Source: an optimization exercise on an open RTL-to-GDS flow (aim: small area, a short achievable clock period and few clock cycles). Production flows keep margins and buffers that such runs may drop. At most, simulation tests tie the RTL to the original design; equivalence was not proved. For runs 1 and 2, only the layout was checked, not whether the RTL still works. Power figures rest on the tool's default switching activity, not on a simulated workload.

[config.mk]
export PLATFORM = sky130hd
export DESIGN_NAME = lawnmower_path_generator
export DESIGN_NICKNAME = lawnmower_path_generator
export VERILOG_FILES = /design/flow/design.v
export SDC_FILE = /design/flow/constraint.sdc
export NUM_CORES = 4
export LEC_CHECK = 0
export CAP_MARGIN = 20
export CORE_MARGIN = 2
export CORE_UTILIZATION = 40
export SETUP_SLACK_MARGIN = 3.5
export SLEW_MARGIN = 20
[constraint.sdc]
create_clock -name core_clock -period 7.5 [get_ports {i_clk}]
set_input_delay 1.5000 -clock core_clock [delete_from_list [all_inputs] [get_ports {i_clk}]]
set_output_delay 1.5000 -clock core_clock [all_outputs]
set_load 0.01 [all_outputs]
[design.v]
package lpg_pkg;
    localparam int LEN_W   = 24;    
    localparam int HALF_W  = 23;    
    localparam int TRIG_W  = 16;    
    localparam int COORD_W = 32;    
    localparam int PNUM_W  = 6;     
    localparam int IDX_W   = 3;     
    localparam int FRAC_W  = 14;    
    localparam int POS_W   = COORD_W + 1 + FRAC_W;   
    localparam int PROD_W  = 40;    
    localparam int MAX_WAYPOINTS_DEF = 64;
    localparam logic [IDX_W-1:0] REG_X_LENGTH     = 3'd0;
    localparam logic [IDX_W-1:0] REG_Y_LENGTH     = 3'd1;
    localparam logic [IDX_W-1:0] REG_STRIPE_WIDTH = 3'd2;
    localparam logic [IDX_W-1:0] REG_COS_BEARING  = 3'd3;
    localparam logic [IDX_W-1:0] REG_SIN_BEARING  = 3'd4;
    localparam logic [LEN_W-1:0]         RST_X_LENGTH     = 24'd5120;
    localparam logic [LEN_W-1:0]         RST_Y_LENGTH     = 24'd5120;
    localparam logic [LEN_W-1:0]         RST_STRIPE_WIDTH = 24'd2560;
    localparam logic signed [TRIG_W-1:0] RST_COS_BEARING  = 16'sd16384;
    localparam logic signed [TRIG_W-1:0] RST_SIN_BEARING  = 16'sd0;
endpackage
module lpg_add #(
    parameter int W = 48
) (
    input  logic [W-1:0] i_a,
    input  logic [W-1:0] i_b,
    input  logic         i_cin,
    output logic [W-1:0] o_sum
);
    localparam int N = W + 1;
    localparam int L = $clog2(N);
    logic [N-1:0]       a, b;
    logic [(L+1)*N-1:0] g, p;
    assign a = {i_a, i_cin};
    assign b = {i_b, i_cin};
    assign g[N-1:0] = a & b;
    assign p[N-1:0] = a ^ b;
    for (genvar l = 0; l < L; l++) begin : g_level
        for (genvar i = 0; i < N; i++) begin : g_bit
            if (((i >> l) & 1) == 1) begin : g_node
                localparam int J = ((i >> l) << l) - 1;
                assign g[(l+1)*N+i] = g[l*N+i] | (p[l*N+i] & g[l*N+J]);
                assign p[(l+1)*N+i] = p[l*N+i] & p[l*N+J];
            end else begin : g_pass
                assign g[(l+1)*N+i] = g[l*N+i];
                assign p[(l+1)*N+i] = p[l*N+i];
            end
        end
    end
    assign o_sum = p[N-1:1] ^ g[L*N+N-2:L*N];
endmodule
module lpg_datapath #(
    parameter bit IS_Y = 1'b0
) (
    input  logic                               i_clk,
    input  logic [5:0]                         n_sel,
    input  logic                               i_next_last,  
    input  logic                               i_far,       
    input  logic                               i_td,        
    input  logic                               n_far,       
    input  logic                               i_load_c,
    input  logic signed [lpg_pkg::COORD_W-1:0] i_center,
    input  logic [lpg_pkg::LEN_W-1:0]          i_h,
    input  logic [5:0]                         n_booth,     
    input  logic                               n_first,     
    input  logic [2:0]                         i_load_p,    
    output logic signed [lpg_pkg::COORD_W-1:0] o_point
);
    localparam int COORD_W = lpg_pkg::COORD_W;
    localparam int LEN_W   = lpg_pkg::LEN_W;
    localparam int FRAC_W  = lpg_pkg::FRAC_W;
    localparam int POS_W   = lpg_pkg::POS_W;
    localparam int PROD_W  = lpg_pkg::PROD_W;
    logic [POS_W-1:0]           r_s, r_cv;   
    logic signed [COORD_W-1:0]  r_c;
    logic signed [PROD_W-2:0]   r_sa, r_st;
    logic signed [PROD_W-1:0]   r_sw;
    always_ff @(posedge i_clk) begin
        if (i_load_c) begin
            r_c <= i_center;
        end
    end
    logic st_neg_go, sw_neg;
    assign st_neg_go = IS_Y ? 1'b0 : !i_td;
    assign sw_neg    = IS_Y ? 1'b1 : i_td;
    function automatic logic sa_neg(input logic far, input logic td);
        sa_neg = (IS_Y && td) ? far : !far;
    endfunction
    logic n_nb, n_nc;
    always_comb begin
        n_nb = 1'b0;
        n_nc = 1'b0;
        if (n_sel[0]) begin
            n_nb = n_booth[3];
            n_nc = n_booth[0];
        end else if (n_sel[5] || n_sel[4]) begin
            n_nb = st_neg_go;
            n_nc = sa_neg(1'b0, i_td);
        end else if (n_sel[3]) begin
            n_nb = sa_neg(!n_far, i_td);
        end
    end
    logic r_a_in, r_a_kept, r_a_x, r_a_x4, r_a_tr;
    logic r_b_st, r_b_sa2, r_b_h1, r_b_h2, r_b_tr;
    logic r_c_sa, r_c_h1, r_c_h2, r_c_tr;
    logic r_nb, r_nc, r_tr;
    always_ff @(posedge i_clk) begin
        r_a_in   <= n_sel[5];
        r_a_kept <= n_sel[4];
        r_a_x    <= n_sel[3];
        r_a_x4   <= n_sel[0] && !n_first;
        r_a_tr   <= n_sel[2];
        r_b_st   <= n_sel[5] || n_sel[4];
        r_b_sa2  <= n_sel[3];
        r_b_h1   <= n_sel[0] && n_booth[5];
        r_b_h2   <= n_sel[0] && n_booth[4];
        r_b_tr   <= n_sel[2];
        r_c_sa   <= n_sel[5] || n_sel[4];
        r_c_tr   <= n_sel[2];
        r_tr     <= n_sel[2];
        r_c_h1   <= n_sel[0] && n_booth[2];
        r_c_h2   <= n_sel[0] && n_booth[1];
        r_nb     <= n_nb;
        r_nc     <= n_nc;
    end
    function automatic logic [POS_W-1:0] sx39(input logic [PROD_W-2:0] v);
        sx39 = {{(POS_W-PROD_W+1){v[PROD_W-2]}}, v};
    endfunction
    function automatic logic [POS_W-1:0] rep(input logic b);
        rep = {POS_W{b}};
    endfunction
    logic [POS_W-1:0] c_in, c_kept, opa, opq, opb, opc, opb_s, opc_s;
    logic a_kept, a_x, b_st, b_sw, c_sa, nb, nc;
    always_comb begin
        a_kept = r_a_kept || (r_a_tr && i_next_last);
        a_x    = r_a_x || (r_a_tr && !i_next_last);
        b_st   = r_b_st || (r_b_tr && i_next_last);
        b_sw   = r_b_tr && !i_next_last;
        c_sa   = r_c_sa || (r_c_tr && i_next_last);
        nb     = r_tr ? (i_next_last ? !st_neg_go : sw_neg) : r_nb;
        nc     = r_tr ? (i_next_last && sa_neg(i_far, i_td)) : r_nc;
        c_in   = {i_center[COORD_W-1], i_center, 1'b1, {(FRAC_W-1){1'b0}}};
        c_kept = {r_c[COORD_W-1], r_c, 1'b1, {(FRAC_W-1){1'b0}}};
        opa = (rep(r_a_in) & c_in)
            | (rep(a_kept) & c_kept)
            | (rep(a_x) & r_s)
            | (rep(r_a_x4) & {r_s[POS_W-5:0], 4'b0});
        opq = (rep(a_x) & r_cv)
            | (rep(r_a_x4) & {r_cv[POS_W-5:0], 4'b0});
        opb = (rep(b_st) & sx39(r_st))
            | (rep(r_b_sa2) & {sx39(r_sa), 1'b0})
            | (rep(b_sw) & {{(POS_W-PROD_W){r_sw[PROD_W-1]}}, r_sw})
            | (rep(r_b_h1) & POS_W'({i_h, 2'b0}))
            | (rep(r_b_h2) & POS_W'({i_h, 3'b0}));
        opc = (rep(c_sa) & sx39(r_sa))
            | (rep(r_c_h1) & POS_W'(i_h))
            | (rep(r_c_h2) & POS_W'({i_h, 1'b0}));
        opb_s = opb ^ rep(nb);
        opc_s = opc ^ rep(nc);
    end
    logic [POS_W-1:0] s1, c1, s2, c2;
    always_comb begin
        s1 = opa ^ opq ^ opb_s;
        c1 = (opa & opq) | (opa & opb_s) | (opq & opb_s);
        s2 = s1 ^ {c1[POS_W-2:0], nb} ^ opc_s;
        c2 = (s1 & {c1[POS_W-2:0], nb}) | (s1 & opc_s) | ({c1[POS_W-2:0], nb} & opc_s);
    end
    always_ff @(posedge i_clk) begin
        r_s  <= s2;
        r_cv <= {c2[POS_W-2:0], nc};
    end
    logic [POS_W-1:0] sum;
    lpg_add #(.W(POS_W)) u_add (
        .i_a   (r_s),
        .i_b   (r_cv),
        .i_cin (1'b0),
        .o_sum (sum)
    );
    logic [COORD_W-1:0] r_pos;    
    logic               r_ovr;    
    logic               r_neg;    
    always_ff @(posedge i_clk) begin
        r_pos <= sum[POS_W-2:FRAC_W];
        r_ovr <= sum[POS_W-1] ^ sum[POS_W-2];
        r_neg <= sum[POS_W-1];
        if (i_load_p[0]) r_sa <= $signed(sum[PROD_W-2:0]);
        if (i_load_p[1]) r_st <= $signed(sum[PROD_W-2:0]);
        if (i_load_p[2]) r_sw <= $signed(sum[PROD_W-1:0]);
    end
    assign o_point = r_ovr ? {r_neg, {(COORD_W-1){!r_neg}}} : r_pos;
endmodule
module lawnmower_path_generator #(
    parameter int MAX_WAYPOINTS = lpg_pkg::MAX_WAYPOINTS_DEF
) (
    input  logic                               i_clk,
    input  logic                               i_rst_n,
    input  logic                               start,
    output logic                               busy,
    input  logic signed [lpg_pkg::COORD_W-1:0] i_center_x,
    input  logic signed [lpg_pkg::COORD_W-1:0] i_center_y,
    input  logic                               i_cfg_valid,
    output logic                               o_cfg_ready,
    input  logic [lpg_pkg::IDX_W-1:0]          i_cfg_index,
    input  logic [lpg_pkg::LEN_W-1:0]          i_cfg_data,
    output logic                               o_point_valid,
    output logic signed [lpg_pkg::COORD_W-1:0] o_point_x,
    output logic signed [lpg_pkg::COORD_W-1:0] o_point_y,
    output logic [lpg_pkg::PNUM_W-1:0]         o_point_number,
    output logic                               o_last_point,
    output logic                               o_overflow
);
    localparam int LEN_W   = lpg_pkg::LEN_W;
    localparam int TRIG_W  = lpg_pkg::TRIG_W;
    localparam int PNUM_W  = lpg_pkg::PNUM_W;
    localparam int REM_W   = LEN_W + 2;
    localparam logic [PNUM_W-1:0] LAST_PNUM = PNUM_W'(MAX_WAYPOINTS - 1);
    logic [LEN_W-1:0]         r_xlen, r_ylen, r_w;
    logic signed [TRIG_W-1:0] r_cos, r_sin;
    logic                     cfg_wr;
    logic                     restart;
    assign o_cfg_ready = 1'b1;
    assign cfg_wr      = i_cfg_valid && (i_cfg_index <= lpg_pkg::REG_SIN_BEARING);
    assign restart     = !i_rst_n || cfg_wr;
    logic [LEN_W-1:0]         n_xlen, n_ylen, n_w;
    logic signed [TRIG_W-1:0] n_cos, n_sin;
    logic                     r_td;      
    logic                     r_wz;      
    always_comb begin
        n_xlen = r_xlen;
        n_ylen = r_ylen;
        n_w    = r_w;
        n_cos  = r_cos;
        n_sin  = r_sin;
        if (!i_rst_n) begin
            n_xlen = lpg_pkg::RST_X_LENGTH;
            n_ylen = lpg_pkg::RST_Y_LENGTH;
            n_w    = lpg_pkg::RST_STRIPE_WIDTH;
            n_cos  = lpg_pkg::RST_COS_BEARING;
            n_sin  = lpg_pkg::RST_SIN_BEARING;
        end else if (i_cfg_valid) begin
            case (i_cfg_index)
                lpg_pkg::REG_X_LENGTH:     n_xlen = i_cfg_data;
                lpg_pkg::REG_Y_LENGTH:     n_ylen = i_cfg_data;
                lpg_pkg::REG_STRIPE_WIDTH: n_w    = i_cfg_data;
                lpg_pkg::REG_COS_BEARING:  n_cos  = $signed(i_cfg_data[TRIG_W-1:0]);
                lpg_pkg::REG_SIN_BEARING:  n_sin  = $signed(i_cfg_data[TRIG_W-1:0]);
                default: begin
                end
            endcase
        end
    end
    always_ff @(posedge i_clk) begin
        r_xlen <= n_xlen;
        r_ylen <= n_ylen;
        r_w    <= n_w;
        r_cos  <= n_cos;
        r_sin  <= n_sin;
    end
    logic             r_ovf;
    logic [LEN_W-1:0] weff;
    logic [LEN_W-1:0] span;
    assign weff = {r_w[LEN_W-1:1], r_w[0] | r_wz};
    assign span = r_td ? {r_ylen[LEN_W-1:1], 1'b0} : {r_xlen[LEN_W-1:1], 1'b0};
    logic       r_mrun;      
    logic       r_mprep;     
    logic       r_cdone;     
    logic [1:0] r_round;     
    logic [1:0] r_dig;       
    logic       c_act;       
    logic [2:0]       r_dload;
    logic [LEN_W-1:0] r_h;
    assign c_act = r_mrun && !r_mprep && !r_cdone;
    always_ff @(posedge i_clk) begin
        if (restart) begin
            r_mprep <= 1'b1;
            r_cdone <= 1'b0;
            r_round <= '0;
            r_dig   <= '0;
        end else if (r_mrun) begin
            r_mprep <= 1'b0;
            if (c_act) begin
                r_dig <= r_dig + 2'd1;
                if (r_dig == 2'd3) begin
                    r_round <= r_round + 2'd1;
                    if (r_round == 2'd2) begin
                        r_cdone <= 1'b1;
                    end
                end
            end
        end
    end
    always_ff @(posedge i_clk) begin
        if (r_mrun && r_mprep) begin
            r_td <= (r_xlen >= r_ylen);
            r_wz <= (r_w == '0);
        end
    end
    logic                     tx_is_cos;
    logic signed [TRIG_W-1:0] m_tx, m_ty;
    logic [5:0]               bth_x, bth_y;
    logic [LEN_W-1:0]         m_h;
    function automatic logic [4:0] window(input logic [TRIG_W-1:0] t, input logic [1:0] dig);
        case (dig)
            2'd0:    window = t[15:11];
            2'd1:    window = t[11:7];
            2'd2:    window = t[7:3];
            default: window = {t[3:0], 1'b0};
        endcase
    endfunction
    function automatic logic [5:0] booth(input logic [4:0] w);
        booth = {w[3] ^ w[2], (w[4] ^ w[3]) & !(w[3] ^ w[2]), w[4],
                 w[1] ^ w[0], (w[2] ^ w[1]) & !(w[1] ^ w[0]), w[2]};
    endfunction
    always_comb begin
        tx_is_cos = (r_round == 2'd0) ? r_td : !r_td;
        m_tx  = tx_is_cos ? r_cos : r_sin;
        m_ty  = tx_is_cos ? r_sin : r_cos;
        bth_x = booth(window(m_tx, r_dig));
        bth_y = booth(window(m_ty, r_dig));
        if (r_round[1]) begin
            m_h = weff;
        end else if (r_round[0] ^ r_td) begin
            m_h = {1'b0, r_xlen[LEN_W-1:1]};
        end else begin
            m_h = {1'b0, r_ylen[LEN_W-1:1]};
        end
    end
    always_ff @(posedge i_clk) begin
        r_h      <= m_h;
    end
    localparam logic [1:0] ST_IDLE = 2'd0;
    localparam logic [1:0] ST_WAIT = 2'd1;
    localparam logic [1:0] ST_RUN  = 2'd2;
    localparam logic [1:0] ST_DRAIN = 2'd3;    
    logic [1:0]        r_state, n_state;
    logic              r_busy, n_busy;
    logic              r_valid, n_valid;
    logic [PNUM_W-1:0] r_pnum, n_pnum;   
    logic              r_last, n_last;   
    logic              r_far, n_far;     
    logic              r_next_last, n_next_last;   
    logic              n_mrun;
    logic              n_dmac;
    logic [2:0]        n_dload;
    logic              idle, run, go;
    logic              last_next;
    assign idle = (r_state == ST_IDLE);
    assign run  = (r_state == ST_RUN);
    assign go   = !run && !r_mrun;
    logic signed [REM_W-1:0] r_rem;
    logic signed [REM_W-1:0] rem_b;
    logic                    rem_inv, rem_cin;
    logic signed [REM_W-1:0] rem_sum;
    always_comb begin
        if (r_mrun && (r_dig != 2'd1)) begin
            rem_b   = $signed({2'b0, weff[18:0], 5'b0});
            rem_inv = 1'b1;
            rem_cin = 1'b0;
        end else if (r_mrun) begin
            rem_b   = $signed({2'b0, weff});
            rem_inv = 1'b0;
            rem_cin = 1'b0;
        end else begin
            rem_b   = $signed({2'b0, weff});
            rem_inv = 1'b1;
            rem_cin = (r_pnum != '0);
        end
    end
    lpg_add #(.W(REM_W)) u_rem_add (
        .i_a   (r_rem),
        .i_b   (rem_b ^ {REM_W{rem_inv}}),
        .i_cin (rem_cin),
        .o_sum (rem_sum)
    );
    always_ff @(posedge i_clk) begin
        if (go || (c_act && r_round == 2'd0 && r_dig == 2'd0)) begin
            r_rem <= $signed({2'b0, span});
        end else if (c_act && r_round == 2'd0 && r_dig == 2'd1) begin
            r_rem <= rem_sum;
        end else if (c_act && r_round == 2'd0 && r_dig == 2'd2) begin
            r_ovf <= (weff[LEN_W-1:19] == '0) && !rem_sum[REM_W-1];
        end else if (run && !r_pnum[0]) begin
            r_rem <= rem_sum;
        end
    end
    always_comb begin
        n_dmac  = !restart && c_act;
        n_dload = (!restart && c_act && r_dig == 2'd3) ? (3'b001 << r_round) : 3'b000;
        n_mrun  = restart || (r_mrun && !r_dload[2]);
        n_state = r_state;
        n_busy  = r_busy;
        n_valid = r_valid;
        if (!i_rst_n) begin
            n_state = ST_IDLE;
            n_busy  = 1'b0;
            n_valid = 1'b0;
        end else begin
            case (r_state)
                ST_IDLE: if (start) begin
                    n_state = r_mrun ? ST_WAIT : ST_RUN;
                    n_busy  = 1'b1;
                    n_valid = !r_mrun;
                end
                ST_WAIT: if (!r_mrun) begin
                    n_state = ST_RUN;
                    n_valid = 1'b1;
                end
                ST_RUN: if (r_last) begin
                    n_state = ST_DRAIN;
                    n_valid = 1'b0;
                end
                default: begin
                    n_state = ST_IDLE;
                    n_busy  = 1'b0;
                end
            endcase
        end
        last_next = r_ovf ? (r_pnum == LAST_PNUM - PNUM_W'(1))
                          : (r_pnum[0] && r_next_last);
        n_pnum      = r_pnum;
        n_last      = r_last;
        n_far       = r_far;
        n_next_last = r_next_last;
        if (go) begin
            n_pnum = '0;
            n_last = 1'b0;
            n_far  = 1'b0;
        end else if (run) begin
            n_pnum = r_pnum + PNUM_W'(1);
            n_last = last_next;
            if (!r_pnum[0]) begin
                n_far       = !r_far;
                n_next_last = rem_sum[REM_W-1];
            end
        end
    end
    always_ff @(posedge i_clk) begin
        r_state     <= n_state;
        r_busy      <= n_busy;
        r_valid     <= n_valid;
        r_pnum      <= n_pnum;
        r_last      <= n_last;
        r_far       <= n_far;
        r_next_last <= n_next_last;
        r_mrun      <= n_mrun;
        r_dload     <= n_dload;
    end
    logic              r_show_valid, r_show_last;
    logic [PNUM_W-1:0] r_show_pnum;
    logic [2:0]        r_pload;
    always_ff @(posedge i_clk) begin
        r_show_valid <= r_valid && i_rst_n;
        r_show_last  <= r_last;
        r_show_pnum  <= r_pnum;
        r_pload      <= r_dload;
    end
    localparam int NSEL = 6;
    logic [NSEL-1:0] n_sel;
    logic            n_run, n_go;
    always_comb begin
        n_run = (n_state == ST_RUN);
        n_go  = !n_run && !n_mrun;
        n_sel[5] = n_go && (n_state == ST_IDLE);
        n_sel[4] = n_go && (n_state != ST_IDLE);
        n_sel[3] = n_run && !n_dmac && !n_pnum[0];
        n_sel[2] = n_run && !n_dmac && n_pnum[0];
        n_sel[1] = 1'b0;
        n_sel[0] = n_dmac;
    end
    lpg_datapath #(.IS_Y(1'b0)) u_dp_x (
        .i_clk       (i_clk),
        .n_sel       (n_sel),
        .i_td        (r_td),
        .n_far       (n_far),
        .i_far       (r_far),
        .i_next_last (r_next_last),
        .i_load_c    (idle),
        .i_center    (i_center_x),
        .i_h         (r_h),
        .n_booth     (bth_x),
        .n_first     (r_dig == 2'd0),
        .i_load_p    (r_pload),
        .o_point     (o_point_x)
    );
    lpg_datapath #(.IS_Y(1'b1)) u_dp_y (
        .i_clk       (i_clk),
        .n_sel       (n_sel),
        .i_td        (r_td),
        .n_far       (n_far),
        .i_far       (r_far),
        .i_next_last (r_next_last),
        .i_load_c    (idle),
        .i_center    (i_center_y),
        .i_h         (r_h),
        .n_booth     (bth_y),
        .n_first     (r_dig == 2'd0),
        .i_load_p    (r_pload),
        .o_point     (o_point_y)
    );
    assign busy           = r_busy;
    assign o_point_valid  = r_show_valid;
    assign o_point_number = r_show_pnum;
    assign o_last_point   = r_show_last;
    assign o_overflow     = r_ovf;
endmodule
[run.sh]
#!/bin/bash
# synth_recipe.tcl (not shown) runs the flow's synth.tcl, then flattens the netlist and writes it again
# the make line also repeats each setting of config.mk as NAME=value (left out here)
make -C /OpenROAD-flow-scripts/flow DESIGN_CONFIG=/design/flow/config.mk WORK_HOME=/design/flow/orfs CLKGATE_MAP_FILE= SYNTH_SCRIPT=/design/flow/synth_recipe.tcl finish
==> results of run 1 <==
## per-layer routing
layer | global-route usage (%) | share of wire, % | vias to the layer above
met3 | 3.20 | 6.0 | 159
met5 | 0 | 0.013 | -
met1 | 29.4 | 45 | 14100
met2 | 34.5 | 46 | 894
li1 | - | - | 13300
met4 | 7.01 | 3.3 | 4
## flip-flops by register name, summed over array words and instances (netlist names), 39 cells and up
signal	cells
u_dp_x.r_cv	47
u_dp_x.r_s	47
u_dp_x.r_sa	39
u_dp_x.r_st	39
u_dp_x.r_sw	40
u_dp_y.r_cv	47
u_dp_y.r_s	47
u_dp_y.r_sa	39
u_dp_y.r_st	39
u_dp_y.r_sw	40
## power by group through the flow
stage	logic (mW)	registers, mW	clock network (mW)
after floorplan	0.572	4.59	0
after global placement	0.803	4.65	0
after detailed placement	0.812	4.65	0
after CTS	0.822	4.57	4.35
after global routing	0.919	4.57	4.51
final	0.830	4.57	4.26
## how the worst min path moves through the flow
stage	from	end	slack, ps	cells after the start
2_1_floorplan	r_dload[0]	r_pload[0]	310	0
3_3_place_gp	r_dload[1]	r_pload[1]	310	0
3_5_place_dp	r_dload[0]	r_pload[0]	310	0
4_1_cts	r_dload[1]	r_pload[1]	330	0
5_1_grt	r_dload[1]	r_pload[1]	330	0
6_report	r_dload[0]	r_pload[0]	330	0
## final cells by class
cell class,instances,area [sq um],area share [%]
multi-input cells,2393,19300,42.3
well taps,1287,1610,3.53
clock inverters,36,387,0.848
clock buffers,123,2470,5.41
inverters,327,1230,2.71
flip-flops and latches,765,18600,40.8
repair buffers,206,2000,4.38
diodes,1,2.50,0.00549
## cells in the final DEF, fill, tap and decap left out, drive strengths merged, types with 127 or more instances in the layout
| cell type | netlist | final |
|---|---|---|
| a222oi | 127 | 127 |
| nand2 | 472 | 472 |
| fa | 199 | 199 |
| inv | 326 | 331 |
| ha | 157 | 157 |
| a21oi | 129 | 129 |
| dfxtp | 437 | 437 |
| o21ai | 138 | 138 |
| clkdlybuf4s50 | 0 | 167 |
| xnor2 | 163 | 163 |
| edfxtp | 328 | 328 |
## repair_timing
item	in CTS	in global routing
resized for setup	9	9
pin swaps	1	1
endpoints found under the setup margin	91	109
gates cloned	1	0
buffers inserted	2	1
## cells by family (layout without fill, tap and decap cells)
kind of cell	Yosys count	in the layout	synth area share, %
adders and majority gates	356	356	14.9
AOI/OAI and AO/OA	904	904	16.9
buffers and inverters	558	692	5.28
muxes	50	50	1.27
DFF	765	765	46.7
other	1	2	0.00942
and+or+nand+nor	802	803	8.67
xor gates and xnor gates	279	279	6.17
==> metrics list, run 1 <==
- The flow ran to the end and the layout has no timing, DRC or antenna violations.
- The Yosys step of the flow raised 3 warnings.
* Die width: 319 microns
* Number of distinct library cell variants in the gate-level netlist after synthesis: between 80 and 90
* Final wirelength: about 110 mm
- The detailed router placed 28500 vias in this run.
- Synth cell count leaders: 472 x nand2_1, 437 x dfxtp_1, 328 x edfxtp_1
- Share of synthesized area occupied by flip-flops and latches: between 40% and 50%
* Utilization of the core after routing: a little under half
- Avg Vias per Cell: approximately 5.5
- Arrival time worst endpoint: a little over 4000 ps
- The critical path goes through ha_1 > buf_12 > clkinvlp_4 > nor3_1 > a21oi_1 > ha_1 > or4_1 > o21ai_1 > o21ai_0 > a21bo_2 > a21o_1 > a21oi_1 > xor2_1 > a21oi_1.
- Maximum clock skew at final layout: about 25 ps
- Top cell type by total area after synthesis: edfxtp_1
* Smallest hold slack: about 330 ps
- Dividing the synthesized area by the synthesized cell count gives roughly 11 sq um.
- Slowest CP cell: or4_1
- Wire length per cell: around 21 microns
- Dpl cell area: between 40000 and 50000 sq um
- The worst setup path is captured at a flip-flop.
- The most numerous cell type found on the critical path is a21oi_1.
- The tree is rooted in a clkbuf_16.
- VDD sags by at most about 0.17 mV.
- Number of buffers and inverters on the critical path: 2
- Post-synth top flop: dfxtp_1
* Final worst path period need: around 3800 ps
- Worst r2r dst: r_rem[13]
* Number of enable-type register cells in the synthesized netlist: approximately 330
- Area Growth Syn to Fin: 14.5%
* Top cell type's share of synthesized area: around a quarter
- Element type at the critical path start: flip-flop
- Entering global routing, the biggest net connects 135 pins.
* Worst slack at placement: about 3200 ps
- Clk network pwr share: around 44%
* Static power due to leakage: 17.9 nW
- Clock tree from TritonCTS: done
- Maximum level of the CTS H-tree: 3
- Number of antenna violations at the first check in global routing: 4
- Starting Density: between 40% and 50%
- The critical path runs through a total of 14 cells.
* Core box area: 98600 sq um
* Minimum setup slack among reg-to-reg paths: approximately 3700 ps
- Setup repair after global routing could not meet its margin everywhere.
- Maximum fanout encountered on the critical timing path: 43
- Setup slack after layout: 3750 ps
- In the final timing run, aggregate negative setup slack is 0 ps.
- Total DRC errors in the routed layout: 0
- In the synthesized netlist the async set-or-reset flop fraction comes to 0%.
- The number of global-route vias before repair came to between 20000 and 30000.
- Setup violations remaining at the end of the flow were counted as 0.
- The first global-routing pass estimated between 150 and 200 mm of wire.
- Post-synth design cell area: between 30000 and 40000 sq um
* Cell Int Power: ~7.3 mW
* CTS clk-pin slew, worst paths: ~60 ps
* Number of cells in the design after placement: 4974
* CTS buffer count: between 80 and 90
- # clock sinks: approximately 770
* Cell Rows: 115
- Counting along the longest clock path gives a buffer depth of 3.
* Type of the worst setup path: reg -> reg
- Chip height: 319 microns
- Pin placement for this block handled 170 I/O pins.
* Final Wtd Congestion: 0.854
* Capture point of the critical path: r_rem[13]
- Violation count after the first detailed-route iteration: about 2800
- Switching fraction of total power: about a quarter
* Min-delay worst type: reg -> reg
- Origin of the worst setup path: r_dig[0]
* Most instantiated library cell after synthesis: nand2_1
* Insertion delay of the later-clocked pin in the worst-skew pair: 660 ps
- Achievable Freq: 0.266 GHz
* Total Nets Final: approximately 4200
- Hold Vio Cnt, Final: 0
- Largest cells by area after synthesis: edfxtp_1 25%, dfxtp_1 22%, fa_1 10%, ha_1 4.9%, nand2_1 4.5%
- Overall global routing resource usage: roughly a fifth
* Non-filler cells, final: between 5000 and 6000
- Flop pwr share: about 47%
* Number of hold buffers added after CTS: 0
* Relative slew slack: between 10% and 20%
- Remaining antenna violation count: 0
- Summed over all nets, the half-perimeter wirelength after detailed placement is 74.9 mm.
- Worst endpoint required time: around 7900 ps
- Filler Cell Count: 9093
- The total count of max-transition violations in the final report is 0.
* FF-to-FF path depth: 14
* Pin slew with the least headroom to its limit: between 1000 and 1500 ps
- The post-route netlist has approximately 5.7% of its cells at a drive strength greater than 1.
* Seq cells post-synth: between 700 and 800
- Largest delay share family, worst path: compound AO/OA/AOI/OAI gates
- Max-cap violations: 0
- Dividing the final minimum period by the clock period gives between 50% and 60%.
- Reg-to-reg critical path startpoint: r_dig[0]
- Final non-filler cell area: between 40000 and 50000 sq um
- The total overflow left after global routing is 0.
- Number of standard cells after synthesis: between 3000 and 4000
* Relative contribution of combinational cells to total power: approximately 8.6%
- Die Area: around 100000 sq um
- Synthesis produced a netlist with a net count of ~4200.
* Total iterations of the first detailed-routing run: 10
* Slowest cell delay on critical path: roughly 550 ps
- For this design the ratio of total power to cell area is between 200 and 250 nW/um^2.
* Net Sw Power: around 2.4 mW
* Post-layout total power: between 9 and 10 mW
* Number of input and output port buffers inserted: 168
==> run 2, diff against run 1 <==
--- a/config.mk
+++ b/config.mk
@@ -8,5 +8,5 @@
 export CAP_MARGIN = 20
 export CORE_MARGIN = 2
 export CORE_UTILIZATION = 40
-export SETUP_SLACK_MARGIN = 3.5
+export SETUP_SLACK_MARGIN = 4.0
 export SLEW_MARGIN = 20
==> metrics list, run 2 <==
- Run status: timing/DRC/antenna clean (unchanged).
- Pin count of the biggest net entering global routing: 125 (was 135)
- Post-synth top flop: dfxtp_1 (unchanged)
* Peak supply drop: 0.179 mV (was 0.170 mV)
- The number of clock sinks seen by CTS came to 765 (unchanged).
- The number of global-route vias before repair was 28700 (was 28800).
* Most instantiated library cell after synthesis: nand2_1 (unchanged)
- Area Growth Syn to Fin: 16.5% (was 14.5%)
* Total Nets Final: 4265 (was 4229)
* Number of enable-type register cells in the synthesized netlist: 328 (unchanged)
* Core box area: 98600 sq um (unchanged)
- Max-cap violations: 0 (unchanged)
* Total negative slack: 0 ps (unchanged)
- Static power due to leakage: 18.7 nW (was 17.9 nW)
- The initial standard-cell utilization of the core came to 40.4% (unchanged).
- Number of cells in the design after placement: 4973 (was 4974)
- Total iterations of the first detailed-routing run: 10 (unchanged)
- The standard-cell row count came to 115 (unchanged).
- Largest cells by area after synthesis: edfxtp_1 25%, dfxtp_1 22%, fa_1 10%, ha_1 4.9%, nand2_1 4.5% (unchanged)
- The path type of the worst setup path is reg -> reg (unchanged).
- The CTS tree was done (unchanged).
* Worst endpoint required time: 7900 ps (was 7880 ps)
- The non-filler instance count after layout is 5175 (was 5138).
- The worst slew margin relative to its limit is 18.8% (was 19.7%).
- Maximum level of the CTS H-tree: 3 (unchanged)
- The via density per instance was 5.55 (was 5.54).
- The sequential area share after synthesis was 46.7% (unchanged).
- Final Wtd Congestion: 0.878 (was 0.854)
- PwrDens: 212 nW/um^2 (about the same)
- Maximum fanout encountered on the critical timing path: 21 (was 43)
- CTS clk-pin slew, worst paths: 60 ps (about the same)
- Number of placed I/O pins: 170 (unchanged)
- Most common library cell in the layout ignoring fill and taps: nand2_1 (unchanged)
- The routed wire length is 113 mm (was 109 mm).
- Top cell type's share of synthesized area: 24.7% (unchanged)
* Avg Inst Size Synth: 10.7 sq um (unchanged)
* Element type at the critical path start: flip-flop (unchanged)
* Arrival time worst endpoint: 3910 ps (was 4130 ps)
- Insertion delay of the later-clocked pin in the worst-skew pair: 650 ps (was 660 ps)
- Maximum clock skew at final layout: 18.5 ps (was 25.1 ps)
* Violation count after the first detailed-route iteration: 2973 (was 2832)
* Utilization of the core after routing: 47.1% (was 46.3%)
- Number of distinct library cell variants in the gate-level netlist after synthesis: 81 (unchanged)
- The net count after synthesis came to 4166 (unchanged).
- Maximum number of buffers from clock root to sink: 3 (unchanged)
* Remaining antenna violation count: 0 (unchanged)
* Root buffer cell: clkbuf_16 (unchanged)
* Number of antenna violations at the first check in global routing: 2 (was 4)
- Die width: 319 microns (unchanged)
- The number of fill cells in the layout is 9048 (was 9093).
* Setup slack after layout: 3990 ps (was 3750 ps)
- Setup Viol. Count Final: 0 (unchanged)
- The async set-reset flop share out of synthesis was 0% (unchanged).
- Remaining global-route overflow: 0 (unchanged)
* Final number of max-transition violations: 0 (unchanged)
* Min-delay worst type: reg -> reg (unchanged)
* Number of input and output port buffers inserted: 168 (unchanged)
- The highest attainable clock frequency was 0.285 GHz (was 0.266 GHz).
- Dpl cell area: 42600 sq um (about the same)
* Top cell type by total area after synthesis: edfxtp_1 (unchanged)
* Final non-filler cell area: 46400 sq um (was 45600 sq um)
- The mapped cell area came to 39800 sq um (unchanged).
* Overall global routing resource usage: 21.7% (was 21.4%)
* Layout cells sized above 1: 8.02% (was 5.71%)
- The actual transition at the worst max-transition pin came to 1220 ps (was 1200 ps).
* Total DRC errors in the routed layout: 0 (unchanged)
* Total inserted antenna cells: 0 (was 1)
- The number of buffers inserted during clock tree synthesis is 87 (was 85).
- Hold Vio Cnt, Final: 0 (unchanged)
- Wire length per cell: 21.7 microns (was 21.3 microns)
- Number of standard cells after synthesis: 3715 (unchanged)
- Chip height: 319 microns (unchanged)
- The critical path endpoint category is a flip-flop (unchanged).
- Seq cells post-synth: 765 (unchanged)
- The number of warning messages in the yosys log is 3 (unchanged).
- The final clock period utilization by the worst path came to 46.7% (was 50.0%).
- Commonest cells after routing, fill and taps aside: 469 x nand2_1, 423 x dfxtp_1, 328 x edfxtp_1 (was 471 x nand2_1, 429 x dfxtp_1, 328 x edfxtp_1).
- DP HPWL: 74.8 mm (was 74.9 mm)
- The area enclosed by the die boundary came to 102000 sq um (unchanged).
- The time the final worst path needs with I/O delays and setup came to 3510 ps (was 3750 ps).
- The minimum setup slack after placement came to 3150 ps (was 3210 ps).
* First-pass GRT wire length: 172 mm (was 171 mm)
- Synth cell count leaders: 472 x nand2_1, 437 x dfxtp_1, 328 x edfxtp_1 (unchanged).
- RSZ-0062 raised after global routing: yes (unchanged).
- The total via count in the routed design came to 28700 (was 28500).
[run 2: cells by family (layout without fill, tap and decap cells)]
logic type	after synthesis	in the layout	share of synthesized area, %
xor gates and xnor gates	279	279	6.17
muxes	50	50	1.27
AOI/OAI and AO/OA	904	904	16.9
buffers and inverters	558	724	5.28
and+or+nand+nor	802	809	8.67
DFF	765	765	46.7
other	1	1	0.00942
adders and majority gates	356	356	14.9
[run 2: layout make-up]
type                            instances  area, sq um  area share (%)
Clock inverter                         37          397           0.855
Multi-Input combinational cell       2399        19600            42.3
Clock buffer                          126         2540            5.47
Tap cell                             1287         1610            3.47
Timing Repair Buffer                  234         2370            5.11
Inverter                              327         1240            2.67
Sequential cell                       765        18600            40.2
[run 2: power breakdown]
part | internal, mW | switching, mW | total (mW)
clock network | 2.57 | 1.78 | 4.35
logic | 0.387 | 0.515 | 0.902
registers | 4.46 | 0.106 | 4.57
total | 7.42 | 2.40 | 9.82
[run 2: path summary, 6_finish.rpt]
kind	startpoint	end	slack, ps	depth (start not counted)
hold / removal	r_dload[1]	r_pload[1]	330	0
setup / recovery	r_dig[1]	r_ovf	3990	14
setup reg to reg	r_dig[1]	r_ovf	3990	14
hold reg to reg	r_dload[1]	r_pload[1]	330	0
[run 2: per-layer routing]
metal | wire [microns] | global-route usage, % | up-vias
li1 | - | - | 13400
met1 | 50400 | 30.2 | 14200
met2 | 52200 | 35.2 | 980
met3 | 6850 | 3.06 | 157
met4 | 3070 | 6.18 | 4
met5 | 21 | 0 | -
[run 2: critical path, cell delays in order (launching register included)]
cell	delay [ps]
dfxtp_2	340
inv_2	50
ha_4	190
bufbuf_16	300
a21oi_2	140
mux2i_1	100
ha_2	230
or4_4	570
o211a_4	270
o2111ai_4	230
a21oi_4	110
o32ai_4	320
o21bai_2	110
xnor3_1	240
nor2_1	50
[run 2: per-stage QoR]
| step | hold slack, ps | power [mW] |
|---|---|---|
| after floorplan | 310 | 5.16 |
| after global placement | 316 | 5.46 |
| after detailed placement | 314 | 5.47 |
| after CTS | 326 | 9.85 |
| after global routing | 330 | 10.2 |
| final | 326 | 9.82 |
[run 2: timing repair]
item,in CTS,in global routing
buffers inserted,14,14
resized for setup,76,63
cloned,6,5
pin swaps,4,21
endpoints found under the setup margin,303,219
hold buffers,0,0
==> run 3, diff against run 2 <==
--- a/design.v
+++ b/design.v
@@ -29,7 +29,7 @@
     output logic [W-1:0] o_sum
 );
     localparam int N = W + 1;
-    localparam int L = $clog2(N);
+    localparam int L = (N <= 16) ? 4 : (N <= 32) ? 5 : (N <= 64) ? 6 : 7;
     logic [N-1:0]       a, b;
     logic [(L+1)*N-1:0] g, p;
     assign a = {i_a, i_cin};
==> metrics list, run 3 <==
* Pin count of the biggest net entering global routing: 125 (unchanged)
- Worst endpoint required time: 7900 ps (about the same)
- The number of antenna cells inserted is 0 (unchanged).
* Kind of end point of the critical path: flip-flop (unchanged)
* Synth cell count leaders: 472 x nand2_1, 437 x dfxtp_1, 328 x edfxtp_1 (unchanged)
* Remaining antenna violation count: 0 (unchanged)
- The final clock period utilization by the worst path is 46.7% (unchanged).
- Cell Rows: 115 (unchanged)
* Synthesized netlist net count: 4166 (unchanged)
* # clock sinks: 765 (unchanged)
* Arrival time worst endpoint: 3910 ps (about the same)
- The end-of-flow core utilization was 47.1% (unchanged).
* Maximum number of buffers from clock root to sink: 3 (unchanged)
* Max-cap violations: 0 (unchanged)
- The library cell with the highest instance count after synthesis is nand2_1 (unchanged).
* Final worst path period need: 3510 ps (unchanged)
- Most common library cell in the layout ignoring fill and taps: nand2_1 (unchanged)
- Starting Density: 40.4% (unchanged)
- The post-DP HPWL is 74.8 mm (unchanged).
- First-pass GRT wire length: 172 mm (unchanged)
- Final number of max-transition violations: 0 (unchanged)
- Largest cells by area after synthesis: edfxtp_1 25%, dfxtp_1 22%, fa_1 10%, ha_1 4.9%, nand2_1 4.5% (unchanged)
- Post-layout total power: 9.82 mW (unchanged)
* Number of distinct library cell variants in the gate-level netlist after synthesis: 81 (unchanged)
- The post-synthesis sequential element count was 765 (unchanged).
* Area Growth Syn to Fin: 16.5% (unchanged)
- Avg Inst Size Synth: 10.7 sq um (unchanged)
* Overall global routing resource usage: 21.7% (unchanged)
* Violation count after the first detailed-route iteration: 2973 (unchanged)
- The number of input and output port buffers inserted is 168 (unchanged).
- CTS clk-pin slew, worst paths: 60 ps (about the same)
* Maximum level of the CTS H-tree: 3 (unchanged)
- The CTS tree is done (unchanged).
- CTS buffer count: 87 (unchanged)
* Root buffer cell: clkbuf_16 (unchanged)
* Top cell type's share of synthesized area: 24.7% (unchanged)
- The number of global-route vias before repair was 28700 (unchanged).
* Layout cells sized above 1: 8.02% (unchanged)
- The area enclosed by the die boundary is 102000 sq um (unchanged).
- Hold Vio Cnt, Final: 0 (unchanged)
- The path type of the worst setup path was reg -> reg (unchanged).
* Warnings, synthesis: 3 (unchanged)
- The mapped cell area was 39800 sq um (unchanged).
- The number of synthesized flops with an enable pin came to 328 (unchanged).
* Peak supply drop: 0.179 mV (unchanged)
- Pin slew with the least headroom to its limit: 1220 ps (unchanged)
- The async set-reset flop share out of synthesis was 0% (unchanged).
- The routed wire length per instance is 21.7 microns (unchanged).
- CP Cell Sequence: inv_2 > ha_4 > bufbuf_16 > a21oi_2 > mux2i_1 > ha_2 > or4_4 > o211a_4 > o2111ai_4 > a21oi_4 > o32ai_4 > o21bai_2 > xnor3_1 > nor2_1 (unchanged).
- The accumulated negative setup slack was 0 ps (unchanged).
* Min-delay worst type: reg -> reg (unchanged)
- The most common flop cell mapped by yosys was dfxtp_1 (unchanged).
- Share of synthesized area occupied by flip-flops and latches: 46.7% (unchanged)
- Setup Viol. Count Final: 0 (unchanged)
* Total iterations of the first detailed-routing run: 10 (unchanged)
- The routability-driven placement congestion ratio came to 0.878 (unchanged).
* Remaining global-route overflow: 0 (unchanged)
* Maximum clock skew at final layout: 18.5 ps (unchanged)
- The cell taking the most area after synthesis is edfxtp_1 (unchanged).
- Maximum fanout encountered on the critical timing path: 21 (unchanged)
* Static power due to leakage: 18.7 nW (unchanged)
- Commonest cells after routing, fill and taps aside: 469 x nand2_1, 423 x dfxtp_1, 328 x edfxtp_1 (unchanged).
- The clock insertion delay at the later pin of the skew report is 650 ps (about the same).
* Chip height: 319 microns (unchanged)
* Die width: 319 microns (unchanged)
* Number of standard cells after synthesis: 3715 (unchanged)
- Final wirelength: 113 mm (unchanged)
- The largest incremental delay on the critical path was 570 ps (about the same).
- Total Nets Final: 4265 (unchanged)
- The power density normalized to cell area is 212 nW/um^2 (unchanged).
- RSZ-0062 raised after global routing: yes (unchanged)
- The highest attainable clock frequency was 0.285 GHz (unchanged).
- Relative slew slack: 18.8% (unchanged)
* Element type at the critical path start: flip-flop (unchanged)
- The number of design rule violations left after detail routing is 0 (unchanged).
- Run status: timing/DRC/antenna clean (unchanged)
- The initial antenna violation count was 2 (unchanged).
- The number of ports placed on the die boundary came to 170 (unchanged).
- The critical path's slowest cell is or4_4 (unchanged).
- The internal reg-to-reg setup slack was 3990 ps (about the same).
* Avg Vias per Cell: 5.55 (unchanged)
- Number of hold buffers added after CTS: 0 (unchanged)
- The total via count in the routed design was 28700 (unchanged).
- The placeable core region was 98600 sq um (unchanged).
-- run 3: critical path, delay by kind of cell (launching register included) --
kind | cells | cell delay [ps]
multiplexers | 1 | 100
adder cells (fa/ha/maj) | 2 | 420
flip-flops | 1 | 340
XOR/XNOR | 1 | 240
buffers and inverters | 2 | 350
AND/OR/NAND/NOR | 2 | 620
AO/OA/AOI/OAI | 6 | 1180
-- run 3: timing repair --
action                     CTS  global route
pin swaps                    4            21
gates cloned                 6             5
setup endpoints to repair  303           219
gates resized for setup     76            63
buffers inserted            14            14
-- run 3: final cells by class --
class / instances / area, sq um
clock buffer: 126 / 2540
clock inverter: 37 / 397
fill: 9048 / 52200
inverter: 327 / 1240
multi-input combinational: 2399 / 19600
sequential: 765 / 18600
tap: 1287 / 1610
timing repair buffer: 234 / 2370
-- run 3: per-layer routing --
layer	track usage, %	share of wire, %	vias up
met1	30.2	45	14200
met4	6.18	2.7	4
met3	3.06	6.1	157
met2	35.2	46	980
met5	0	0.019	-
li1	-	-	13400
-- run 3: kinds of logic (layout without fill, tap and decap cells) --
logic type                 after synthesis  after routing  share of synthesized area, %
AOI/OAI and AO/OA                      904            904                          16.9
other                                    1              1                       0.00942
muxes                                   50             50                          1.27
xor gates and xnor gates               279            279                          6.17
DFF                                    765            765                          46.7
adders and majority gates              356            356                          14.9
and+or+nand+nor                        802            809                          8.67
buffers and inverters                  558            724                          5.28
-- run 3: power by group --
group	switching, mW	internal (mW)	total [mW]	leakage [nW]
registers	0.106	4.46	4.57	6.55
logic	0.515	0.387	0.902	10.7
clock network	1.78	2.57	4.35	1.44
total	2.40	7.42	9.82	18.7
-- run 3: worst paths after layout --
path	start	end	depth (start not counted)
max reg2reg	r_dig[1]	r_ovf	14
min	r_dload[1]	r_pload[1]	0
max	r_dig[1]	r_ovf	14
min reg2reg	r_dload[1]	r_pload[1]	0
-- run 3: stage by stage --
stage,std cells,hold slack [ps],cell area (sq um),setup WS (ps)
after floorplan,3715,310,39800,4000
after global routing,5175,330,46400,3890
after global placement,4973,316,42600,3300
after CTS,5156,326,45900,3920
final,5175,326,46400,3990
after detailed placement,4973,314,42600,3150
Testbench counts of run 3, summed over its fixed seeds: cycles 30,311.
==> run 4, diff against run 3 <==
--- a/design.v
+++ b/design.v
@@ -178,17 +178,14 @@
         .o_sum (sum)
     );
     logic [COORD_W-1:0] r_pos;    
-    logic               r_ovr;    
-    logic               r_neg;    
     always_ff @(posedge i_clk) begin
-        r_pos <= sum[POS_W-2:FRAC_W];
-        r_ovr <= sum[POS_W-1] ^ sum[POS_W-2];
-        r_neg <= sum[POS_W-1];
+        r_pos <= (sum[POS_W-1] ^ sum[POS_W-2]) ? {sum[POS_W-1], {(COORD_W-1){!sum[POS_W-1]}}}
+                                               : sum[POS_W-2:FRAC_W];
         if (i_load_p[0]) r_sa <= $signed(sum[PROD_W-2:0]);
         if (i_load_p[1]) r_st <= $signed(sum[PROD_W-2:0]);
         if (i_load_p[2]) r_sw <= $signed(sum[PROD_W-1:0]);
     end
-    assign o_point = r_ovr ? {r_neg, {(COORD_W-1){!r_neg}}} : r_pos;
+    assign o_point = r_pos;
 endmodule
 module lawnmower_path_generator #(
     parameter int MAX_WAYPOINTS = lpg_pkg::MAX_WAYPOINTS_DEF
@@ -269,7 +266,7 @@
     logic [1:0] r_dig;       
     logic       c_act;       
     logic [2:0]       r_dload;
-    logic [LEN_W-1:0] r_h;
+    logic [1:0]       r_dround;    
     assign c_act = r_mrun && !r_mprep && !r_cdone;
     always_ff @(posedge i_clk) begin
         if (restart) begin
@@ -318,16 +315,16 @@
         m_ty  = tx_is_cos ? r_sin : r_cos;
         bth_x = booth(window(m_tx, r_dig));
         bth_y = booth(window(m_ty, r_dig));
-        if (r_round[1]) begin
+        if (r_dround[1]) begin
             m_h = weff;
-        end else if (r_round[0] ^ r_td) begin
+        end else if (r_dround[0] ^ r_td) begin
             m_h = {1'b0, r_xlen[LEN_W-1:1]};
         end else begin
             m_h = {1'b0, r_ylen[LEN_W-1:1]};
         end
     end
     always_ff @(posedge i_clk) begin
-        r_h      <= m_h;
+        r_dround <= r_round;
     end
     localparam logic [1:0] ST_IDLE = 2'd0;
     localparam logic [1:0] ST_WAIT = 2'd1;
@@ -348,40 +345,43 @@
     assign idle = (r_state == ST_IDLE);
     assign run  = (r_state == ST_RUN);
     assign go   = !run && !r_mrun;
-    logic signed [REM_W-1:0] r_rem;
-    logic signed [REM_W-1:0] rem_b;
-    logic                    rem_inv, rem_cin;
-    logic signed [REM_W-1:0] rem_sum;
+    logic [REM_W-1:0] r_acc;
+    logic [REM_W-1:0] acc_sum;
+    logic [REM_W-1:0] cmp_x, cmp_y;
+    logic             cmp_ge;
+    logic [REM_W:0]   cmp_sum;
+    lpg_add #(.W(REM_W+1)) u_cmp (
+        .i_a   ({1'b0, cmp_x}),
+        .i_b   ({1'b0, ~cmp_y}),
+        .i_cin (1'b1),
+        .o_sum (cmp_sum)
+    );
+    assign cmp_ge = cmp_sum[REM_W];
+    lpg_add #(.W(REM_W)) u_acc_add (
+        .i_a   (r_acc),
+        .i_b   (REM_W'(weff)),
+        .i_cin (1'b0),
+        .o_sum (acc_sum)
+    );
     always_comb begin
-        if (r_mrun && (r_dig != 2'd1)) begin
-            rem_b   = $signed({2'b0, weff[18:0], 5'b0});
-            rem_inv = 1'b1;
-            rem_cin = 1'b0;
-        end else if (r_mrun) begin
-            rem_b   = $signed({2'b0, weff});
-            rem_inv = 1'b0;
-            rem_cin = 1'b0;
+        if (r_mrun) begin
+            cmp_x = {2'b0, weff[18:0], 5'b0};
+            cmp_y = r_acc;
         end else begin
-            rem_b   = $signed({2'b0, weff});
-            rem_inv = 1'b1;
-            rem_cin = (r_pnum != '0);
+            cmp_x = r_acc;
+            cmp_y = REM_W'(span);
         end
     end
-    lpg_add #(.W(REM_W)) u_rem_add (
-        .i_a   (r_rem),
-        .i_b   (rem_b ^ {REM_W{rem_inv}}),
-        .i_cin (rem_cin),
-        .o_sum (rem_sum)
-    );
     always_ff @(posedge i_clk) begin
-        if (go || (c_act && r_round == 2'd0 && r_dig == 2'd0)) begin
-            r_rem <= $signed({2'b0, span});
-        end else if (c_act && r_round == 2'd0 && r_dig == 2'd1) begin
-            r_rem <= rem_sum;
-        end else if (c_act && r_round == 2'd0 && r_dig == 2'd2) begin
-            r_ovf <= (weff[LEN_W-1:19] == '0) && !rem_sum[REM_W-1];
-        end else if (run && !r_pnum[0]) begin
-            r_rem <= rem_sum;
+        if (go) begin
+            r_acc <= REM_W'(weff);
+        end else if (c_act && r_round == 2'd0 && r_dig == 2'd0) begin
+            r_acc <= REM_W'(span);
+        end else if ((c_act && r_round == 2'd0 && r_dig == 2'd1) || (run && r_pnum[0])) begin
+            r_acc <= acc_sum;
+        end
+        if (c_act && r_round == 2'd0 && r_dig == 2'd2) begin
+            r_ovf <= (weff[LEN_W-1:19] == '0) && !cmp_ge;
         end
     end
     always_comb begin
@@ -431,7 +431,7 @@
             n_last = last_next;
             if (!r_pnum[0]) begin
                 n_far       = !r_far;
-                n_next_last = rem_sum[REM_W-1];
+                n_next_last = cmp_ge;
             end
         end
     end
@@ -477,7 +477,7 @@
         .i_next_last (r_next_last),
         .i_load_c    (idle),
         .i_center    (i_center_x),
-        .i_h         (r_h),
+        .i_h         (m_h),
         .n_booth     (bth_x),
         .n_first     (r_dig == 2'd0),
         .i_load_p    (r_pload),
@@ -492,7 +492,7 @@
         .i_next_last (r_next_last),
         .i_load_c    (idle),
         .i_center    (i_center_y),
-        .i_h         (r_h),
+        .i_h         (m_h),
         .n_booth     (bth_y),
         .n_first     (r_dig == 2'd0),
         .i_load_p    (r_pload),
--- a/config.mk
+++ b/config.mk
@@ -8,5 +8,5 @@
 export CAP_MARGIN = 20
 export CORE_MARGIN = 2
 export CORE_UTILIZATION = 40
-export SETUP_SLACK_MARGIN = 4.0
+export SETUP_SLACK_MARGIN = 4.5
 export SLEW_MARGIN = 20
==> metrics list, run 4 <==
* Relative slew slack: 20.0% (was 18.8%)
- Maximum clock skew at final layout: 28.7 ps (was 18.5 ps)
- Utilization of the core after routing: 51.6% (was 47.1%)
- Largest cells by area after synthesis: edfxtp_1 25%, dfxtp_1 21%, fa_1 9.9%, ha_1 5.6%, nand2_1 4.2% (was edfxtp_1 25%, dfxtp_1 22%, fa_1 10%, ha_1 4.9%, nand2_1 4.5%).
* Smallest hold slack: 324 ps (was 326 ps)
- Number of placed I/O pins: 170 (unchanged)
* Via count of the first global-routing pass: 31000 (was 28700)
- The number of buffers inserted during clock tree synthesis is 86 (was 87).
- The clock slew seen by the registers of the worst setup and hold paths came to 60 ps (about the same).
- The die width is 320 microns (was 319 microns).
- RSZ-0062 raised after global routing: yes (unchanged).
* Footprint of the multi-input gates: 23100 sq um (was 19600 sq um)
* Post-layout total power: 9.62 mW (was 9.82 mW)
- The initial standard-cell utilization of the core is 40.5% (was 40.4%).
- The most common flop cell mapped by yosys was dfxtp_1 (unchanged).
* Hold Vio Cnt, Final: 0 (unchanged)
- The worst-case clock buffer depth was 3 (unchanged).
- Achievable Freq: 0.302 GHz (was 0.285 GHz)
- Remaining antenna violation count: 0 (unchanged)
- Number of input and output port buffers inserted: 168 (unchanged)
- Filler Cell Count: 8534 (was 9048)
- Worst endpoint required time: 8050 ps (was 7900 ps)
- The area enclosed by the die boundary is 102000 sq um (about the same).
- The library cell with the highest instance count after synthesis is nand2_1 (unchanged).
- Maximum level of the CTS H-tree: 3 (unchanged)
- Final worst path period need: 3310 ps (was 3510 ps)
- The number of clock sinks seen by CTS is 739 (was 765).
- The initial antenna violation count is 3 (was 2).
- The average instance area after synthesis came to 10.9 sq um (was 10.7 sq um).
- Clock tree from TritonCTS: done (unchanged)
- Final wirelength: 127 mm (was 113 mm)
- The leakage power came to 20.3 nW (was 18.7 nW).
* Warnings, synthesis: 3 (unchanged)
- The standard-cell row count came to 115 (unchanged).
- The final layout net count is 4428 (was 4265).
* Root buffer cell: clkbuf_16 (unchanged)
* Run status: timing/DRC/antenna clean (unchanged)
* Synthesized netlist net count: 4130 (was 4166)
- Overall global routing resource usage: 24.4% (was 21.7%)
* Final number of max-transition violations: 0 (unchanged)
- The total via count in the routed design was 30800 (was 28700).
- The sum of overflow across all layers after global routing is 0 (unchanged).
* Layout cells sized above 1: 24.0% (was 8.02%)
* Element type at the critical path start: flip-flop (unchanged)
* Total iterations of the first detailed-routing run: 10 (unchanged)
- Setup Viol. Count Final: 0 (unchanged)
- The finished layout cell area came to 50900 sq um (was 46400 sq um).
- Number of enable-type register cells in the synthesized netlist: 328 (unchanged)
- Seq cells post-synth: 739 (was 765)
* Min-delay worst type: reg -> reg (unchanged)
* Synth cell count leaders: 443 x nand2_1, 411 x dfxtp_1, 328 x edfxtp_1 (was 472 x nand2_1, 437 x dfxtp_1, 328 x edfxtp_1)
- The actual transition at the worst max-transition pin came to 1200 ps (was 1220 ps).
- The reported max-cap violation count is 0 (unchanged).
* First-pass GRT wire length: 193 mm (was 172 mm)
* Commonest cells after routing, fill and taps aside: 418 x nand2_1, 329 x dfxtp_1, 328 x edfxtp_1 (was 469 x nand2_1, 423 x dfxtp_1, 328 x edfxtp_1)
* Post-synth design cell area: 40000 sq um (was 39800 sq um)
- Wire length per cell: 23.9 microns (was 21.7 microns)
- The clock insertion delay at the later pin of the skew report came to 680 ps (was 650 ps).
- The via density per instance came to 5.79 (was 5.55).
* Number of standard cells after synthesis: 3659 (was 3715)
- The area of all sequential standard cells is 18200 sq um (was 18600 sq um).
* Number of distinct library cell variants in the gate-level netlist after synthesis: 88 (was 81)
- The total cell area at the placement stage is 43000 sq um (was 42600 sq um).
- Fraction of registers with async set or reset after synthesis: 0% (unchanged)
- The fraction of synthesized cell area taken by the top area cell type came to 24.7% (about the same).
- Core box area: 98700 sq um (was 98600 sq um)
* Arrival time worst endpoint: 3860 ps (was 3910 ps)
* Kind of end point of the critical path: flip-flop (unchanged)
* DP HPWL: 79.8 mm (was 74.8 mm)
- The sequential area share after synthesis was 45.2% (was 46.7%).
- The vertical die dimension is 320 microns (was 319 microns).
- The commonest non-fill, non-tap cell in the layout was nand2_1 (unchanged).
- Final Wtd Congestion: 0.883 (was 0.878)
- Total DRC errors in the routed layout: 0 (unchanged)
- The final clock period utilization by the worst path was 44.1% (was 46.7%).
* Pin count of the biggest net entering global routing: 73 (was 125)
- Violation count after the first detailed-route iteration: 3185 (was 2973)
- The number of buffers inserted for hold repair after clock tree synthesis came to 0 (unchanged).
- The synthesis-to-finish area growth was 27.4% (was 16.5%).
- Total negative slack: 0 ps (unchanged)
* PwrDens: 189 nW/um^2 (was 212 nW/um^2)
- The cell taking the most area after synthesis is edfxtp_1 (unchanged).
- Peak supply drop: 0.183 mV (was 0.179 mV)
- Type of the worst setup path: reg -> reg (unchanged)
- The biggest fanout along the worst timing path came to 6 (was 21).
run 4: cell types whose count changed after synthesis, moves of 26 or more:
| cell | delta |
|---|---|
| inv_1 | -99 |
| nand3_1 | -44 |
| a22oi_1 | +39 |
| a21oi_1 | +47 |
| o21ai_0 | -57 |
| xor2_1 | -28 |
| nand2_1 | -29 |
| dfxtp_1 | -26 |
| mux2_2 | +39 |
run 4: final timing paths:
| kind | start | end | slack (ps) | depth (start not counted) |
|---|---|---|---|---|
| max | r_td | u_dp_y.r_s[24] | 4190 | 14 |
| min | r_dload[1] | r_pload[1] | 320 | 0 |
| max reg2reg | r_td | u_dp_y.r_s[24] | 4190 | 14 |
| min reg2reg | r_dload[1] | r_pload[1] | 320 | 0 |
run 4: stage by stage:
stage               instances  setup slack [ps]
floorplan                3659              4500
CTS                      5275              4270
global placement         4957              3140
detailed placement       4957              3140
finish                   5321              4190
global route             5320              4120
run 4: worst max-delay path: stages (launching register included):
cell and delay, ps:
edfxtp_1 440, buf_12 170, xor2_4 170, buf_6 160, buf_16 150, nor2_4 100, a21oi_4 40, o21ai_4 450
buf_6 180, a22oi_2 50, nand2_1 90, xor2_1 200, fa_2 460, inv_1 80, fa_2 420
run 4: cells by family after synthesis:
logic type / count (synthesis) / synth area share (%)
other: 1 / 0.00939
adder cells (fa/ha/maj): 400 / 16.1
AND/OR/NAND/NOR: 785 / 8.65
XOR/XNOR: 270 / 5.97
flip-flops: 739 / 45.2
multiplexers: 83 / 2.27
AO/OA/AOI/OAI: 951 / 17.6
buffers and inverters: 430 / 4.17
run 4: final cells by class:
class | count | share of cell area, %
multi-input combinational | 2499 | 45.3
sequential | 739 | 35.8
timing repair buffer | 402 | 8.26
clock buffer | 116 | 4.84
tap | 1287 | 3.16
inverter | 229 | 1.71
clock inverter | 46 | 0.878
antenna | 3 | 0.0148
run 4: power by group:
group | internal [mW] | switching (mW)
Sequential | 4.28 | 0.0731
Combinational | 0.438 | 0.499
Clock | 2.53 | 1.80
Total | 7.25 | 2.38
run 4: per-layer routing:
metal  track usage (%)  wire length, microns  vias up
met5                 0                     0        -
met4              8.43                  4040        0
met3              4.02                  8930      208
met2              39.8                 60300     1157
met1              32.9                 54100    15500
li1                  -                     -    13900
run 4: what timing repair did:
action | in CTS | in global routing
pin swaps | 216 | 102
hold endpoints to repair | 0 | 0
setup endpoints to repair | 473 | 306
gates cloned | 23 | 2
buffers inserted | 133 | 41
resized for setup | 530 | 218
Testbench counts of run 4, summed over its fixed seeds: cycles 30,311.
==> run 5, diff against run 4 <==
--- a/design.v
+++ b/design.v
@@ -266,7 +266,7 @@
     logic [1:0] r_dig;       
     logic       c_act;       
     logic [2:0]       r_dload;
-    logic [1:0]       r_dround;    
+    logic [LEN_W-1:0] r_h;
     assign c_act = r_mrun && !r_mprep && !r_cdone;
     always_ff @(posedge i_clk) begin
         if (restart) begin
@@ -315,16 +315,16 @@
         m_ty  = tx_is_cos ? r_sin : r_cos;
         bth_x = booth(window(m_tx, r_dig));
         bth_y = booth(window(m_ty, r_dig));
-        if (r_dround[1]) begin
+        if (r_round[1]) begin
             m_h = weff;
-        end else if (r_dround[0] ^ r_td) begin
+        end else if (r_round[0] ^ r_td) begin
             m_h = {1'b0, r_xlen[LEN_W-1:1]};
         end else begin
             m_h = {1'b0, r_ylen[LEN_W-1:1]};
         end
     end
     always_ff @(posedge i_clk) begin
-        r_dround <= r_round;
+        r_h      <= m_h;
     end
     localparam logic [1:0] ST_IDLE = 2'd0;
     localparam logic [1:0] ST_WAIT = 2'd1;
@@ -477,7 +477,7 @@
         .i_next_last (r_next_last),
         .i_load_c    (idle),
         .i_center    (i_center_x),
-        .i_h         (m_h),
+        .i_h         (r_h),
         .n_booth     (bth_x),
         .n_first     (r_dig == 2'd0),
         .i_load_p    (r_pload),
@@ -492,7 +492,7 @@
         .i_next_last (r_next_last),
         .i_load_c    (idle),
         .i_center    (i_center_y),
-        .i_h         (m_h),
+        .i_h         (r_h),
         .n_booth     (bth_y),
         .n_first     (r_dig == 2'd0),
         .i_load_p    (r_pload),
--- a/config.mk
+++ b/config.mk
@@ -8,5 +8,5 @@
 export CAP_MARGIN = 20
 export CORE_MARGIN = 2
 export CORE_UTILIZATION = 40
-export SETUP_SLACK_MARGIN = 4.5
+export SETUP_SLACK_MARGIN = 4.0
 export SLEW_MARGIN = 20
==> metrics list, run 5 <==
- Clock tree from TritonCTS: done (unchanged)
* Number of enable-type register cells in the synthesized netlist: 328 (unchanged)
- Hold Vio Cnt, Final: 0 (unchanged)
* Total negative slack: 0 ps (unchanged)
* # clock sinks: 761 (was 739)
- The leakage power came to 18.6 nW (was 20.3 nW).
- The required time reported for the critical path endpoint is 8030 ps (was 8050 ps).
* Relative slew slack: 18.0% (was 20.0%)
* Wire length per cell: 22.2 microns (was 23.9 microns)
* Pin count of the biggest net entering global routing: 111 (was 73)
- The mapped cell area was 40300 sq um (was 40000 sq um).
* Run status: timing/DRC/antenna clean (unchanged)
* Utilization of the core after routing: 46.3% (was 51.6%)
* Final wirelength: 114 mm (was 127 mm)
- The net switching component of the power came to 2.25 mW (was 2.38 mW).
* Avg Inst Size Synth: 11.0 sq um (was 10.9 sq um)
* Slowest CP cell: a41oi_4 (was fa_2)
* Share of synthesized area occupied by flip-flops and latches: 46.0% (was 45.2%)
* Maximum fanout encountered on the critical timing path: 7 (was 6)
- Largest delay share family, worst path: compound AO/OA/AOI/OAI gates (was adder cells)
- The vertical die dimension came to 321 microns (was 320 microns).
- The fraction of synthesized cell area taken by the top area cell type was 24.5% (was 24.7%).
- The total via count in the routed design is 28800 (was 30800).
- The fraction of final layout cells with drive strength greater than 1 came to 8.83% (was 24.0%).
- The highest attainable clock frequency came to 0.289 GHz (was 0.302 GHz).
- Slowest cell delay on critical path: 430 ps (was 460 ps)
- Starting Density: 40.3% (was 40.5%)
* Warnings, synthesis: 3 (unchanged)
- The unique cell type count in the Yosys netlist came to 80 (was 88).
* Minimum setup slack among reg-to-reg paths: 4040 ps (was 4190 ps)
- Remaining global-route overflow: 0 (unchanged)
* PwrDens: 202 nW/um^2 (was 189 nW/um^2)
- Final number of max-transition violations: 0 (unchanged)
- The number of design rule violations left after detail routing is 0 (unchanged).
* Peak supply drop: 0.147 mV (was 0.183 mV)
- The gate count of the mapped netlist was 3675 (was 3659).
- The share of power burned in registers came to 48.2% (was 45.2%).
- The number of buffers and inverters on the critical path came to 0 (was 5).
* Final non-filler cell area: 46300 sq um (was 50900 sq um)
- The time the final worst path needs with I/O delays and setup was 3460 ps (was 3310 ps).
- Area Growth Syn to Fin: 15.1% (was 27.4%)
- The root buffer cell is clkbuf_16 (unchanged).
- Element type at the critical path start: flip-flop (unchanged)
- Largest cells by area after synthesis: edfxtp_1 24%, dfxtp_1 22%, fa_1 9.8%, ha_1 5.5%, nand2_1 4.6% (was edfxtp_1 25%, dfxtp_1 21%, fa_1 9.9%, ha_1 5.6%, nand2_1 4.2%)
* DP HPWL: 76.8 mm (was 79.8 mm)
- CP Cell Sequence: ha_1 > a21oi_1 > o21ai_1 > a221o_1 > o2bb2ai_1 > a41oi_4 > a21oi_1 > a21oi_1 > xor2_2 > nor2b_1 > o221a_2 (was buf_12 > xor2_4 > buf_6 > buf_16 > nor2_4 > a21oi_4 > o21ai_4 > buf_6 > a22oi_2 > nand2_1 > xor2_1 > fa_2 > inv_1 > fa_2).
- Kind of end point of the critical path: flip-flop (unchanged)
- The reported max-cap violation count came to 0 (unchanged).
- The commonest non-fill, non-tap cell in the layout is nand2_1 (unchanged).
==> run 5: cell types whose count changed after synthesis, moves of 11 or more <==
cell / delta
nand3_1: +38
xnor2_1: -27
maj3_2: +35
dfxtp_1: +22
nand2_1: +47
buf_1: +17
a21o_1: -18
xor2_1: +26
maj3_1: -13
a21oi_1: -46
nor3_1: -11
a22oi_1: -42
==> run 5: power by group through the flow <==
stage | combinational (mW) | sequential, mW | clock, mW
after floorplan | 0.386 | 4.56 | 0
after global placement | 0.597 | 4.61 | 0
after detailed placement | 0.603 | 4.61 | 0
after CTS | 0.606 | 4.52 | 4.34
after global routing | 0.671 | 4.53 | 4.50
final | 0.610 | 4.52 | 4.25
==> run 5: repair_timing <==
action	CTS	global route
gates cloned	4	1
pin swaps	0	4
endpoints found under the setup margin	228	222
endpoints found under the hold margin	0	0
buffers inserted	1	6
gates resized for setup	20	25
==> run 5: through the flow <==
stage	power (mW)	setup WS [ps]	hold WS, ps
3_5_place_dp	5.21	3320	312
5_1_grt	9.71	3940	328
6_report	9.38	4040	325
4_1_cts	9.46	3980	326
2_1_floorplan	4.94	4050	310
3_3_place_gp	5.21	3460	310
==> run 5: routing by layer <==
metal / part of all wire [%] / GRT usage [%] / vias to the layer above
met1: 43 / 28.9 / 14300
met4: 3.0 / 7.64 / 2
met5: 0.0061 / 0 / -
li1: - / - / 13400
met2: 49 / 37.2 / 906
met3: 5.6 / 2.73 / 168
==> run 5: final cells by class <==
class                   instances  area [sq um]  area share [%]
multi-input cells            2466         20300            43.8
repair buffers                215          2120            4.58
inverters                     234           881            1.90
flip-flops and latches        761         18500            40.0
clock inverters                44           437           0.942
diodes                          1          2.50         0.00540
well taps                    1298          1620            3.51
clock buffers                 118          2410            5.21
==> run 5: how the worst min path moves through the flow <==
stage	depth (start not counted)	startpoint	endpoint	slack, ps
CTS	0	r_dload[1]	r_pload[1]	330
global route	0	r_dload[1]	r_pload[1]	330
detailed placement	0	r_dload[0]	r_pload[0]	310
floorplan	0	r_dload[0]	r_pload[0]	310
finish	0	r_dload[1]	r_pload[1]	330
global placement	0	r_dload[0]	r_pload[0]	310
==> run 5: worst register-to-register path, delay by kind of cell (launching register included) <==
kind	cells	cell delay (ps)
AO/OA/AOI/OAI	8	2160
XOR/XNOR	1	320
adder cells (fa/ha/maj)	1	320
flip-flops	1	420
AND/OR/NAND/NOR	1	100
==> run 5: cell families (layout without fill, tap and decap cells) <==
family,after synthesis,after routing,synth area share (%)
simple gates,849,854,9.06
compound gates,836,836,15.7
flops,761,761,46.0
buf+inv,453,611,4.34
fa+ha+maj,422,422,16.6
xor+xnor,270,270,5.91
mux,83,83,2.38
other cells,1,2,0.00931
Testbench counts of run 5, summed over its fixed seeds: cycles 30,311.

## what the ideal ports hide
The flow's constraints put no driver on any port. The routed layouts listed below were extracted and timed again, unchanged, in two steps.
Step 1 sets driving cells, clkbuf_16 on the clock port and buf_2 on the other inputs (assumed; they add their load-dependent delay and slew).
Step 2 also shifts input and output timing later by t, the mid clock arrival at the registers, as if the neighbouring blocks saw the same clock.
Three values: ideal ports, drivers, drivers and shift; two values: the first two.
run	t, ns	setup WS [ns]
run 1	0.715	3.748 / 3.737 / 3.576
run 2	0.708	3.994 / 3.994 / 3.605
run 3	0.708	3.994 / 3.994 / 3.605
run 4	0.734	4.191 / 4.191 / 3.770
run 5	0.718	4.044 / 4.044 / 3.636
After both steps setup and hold are still met in every run listed.
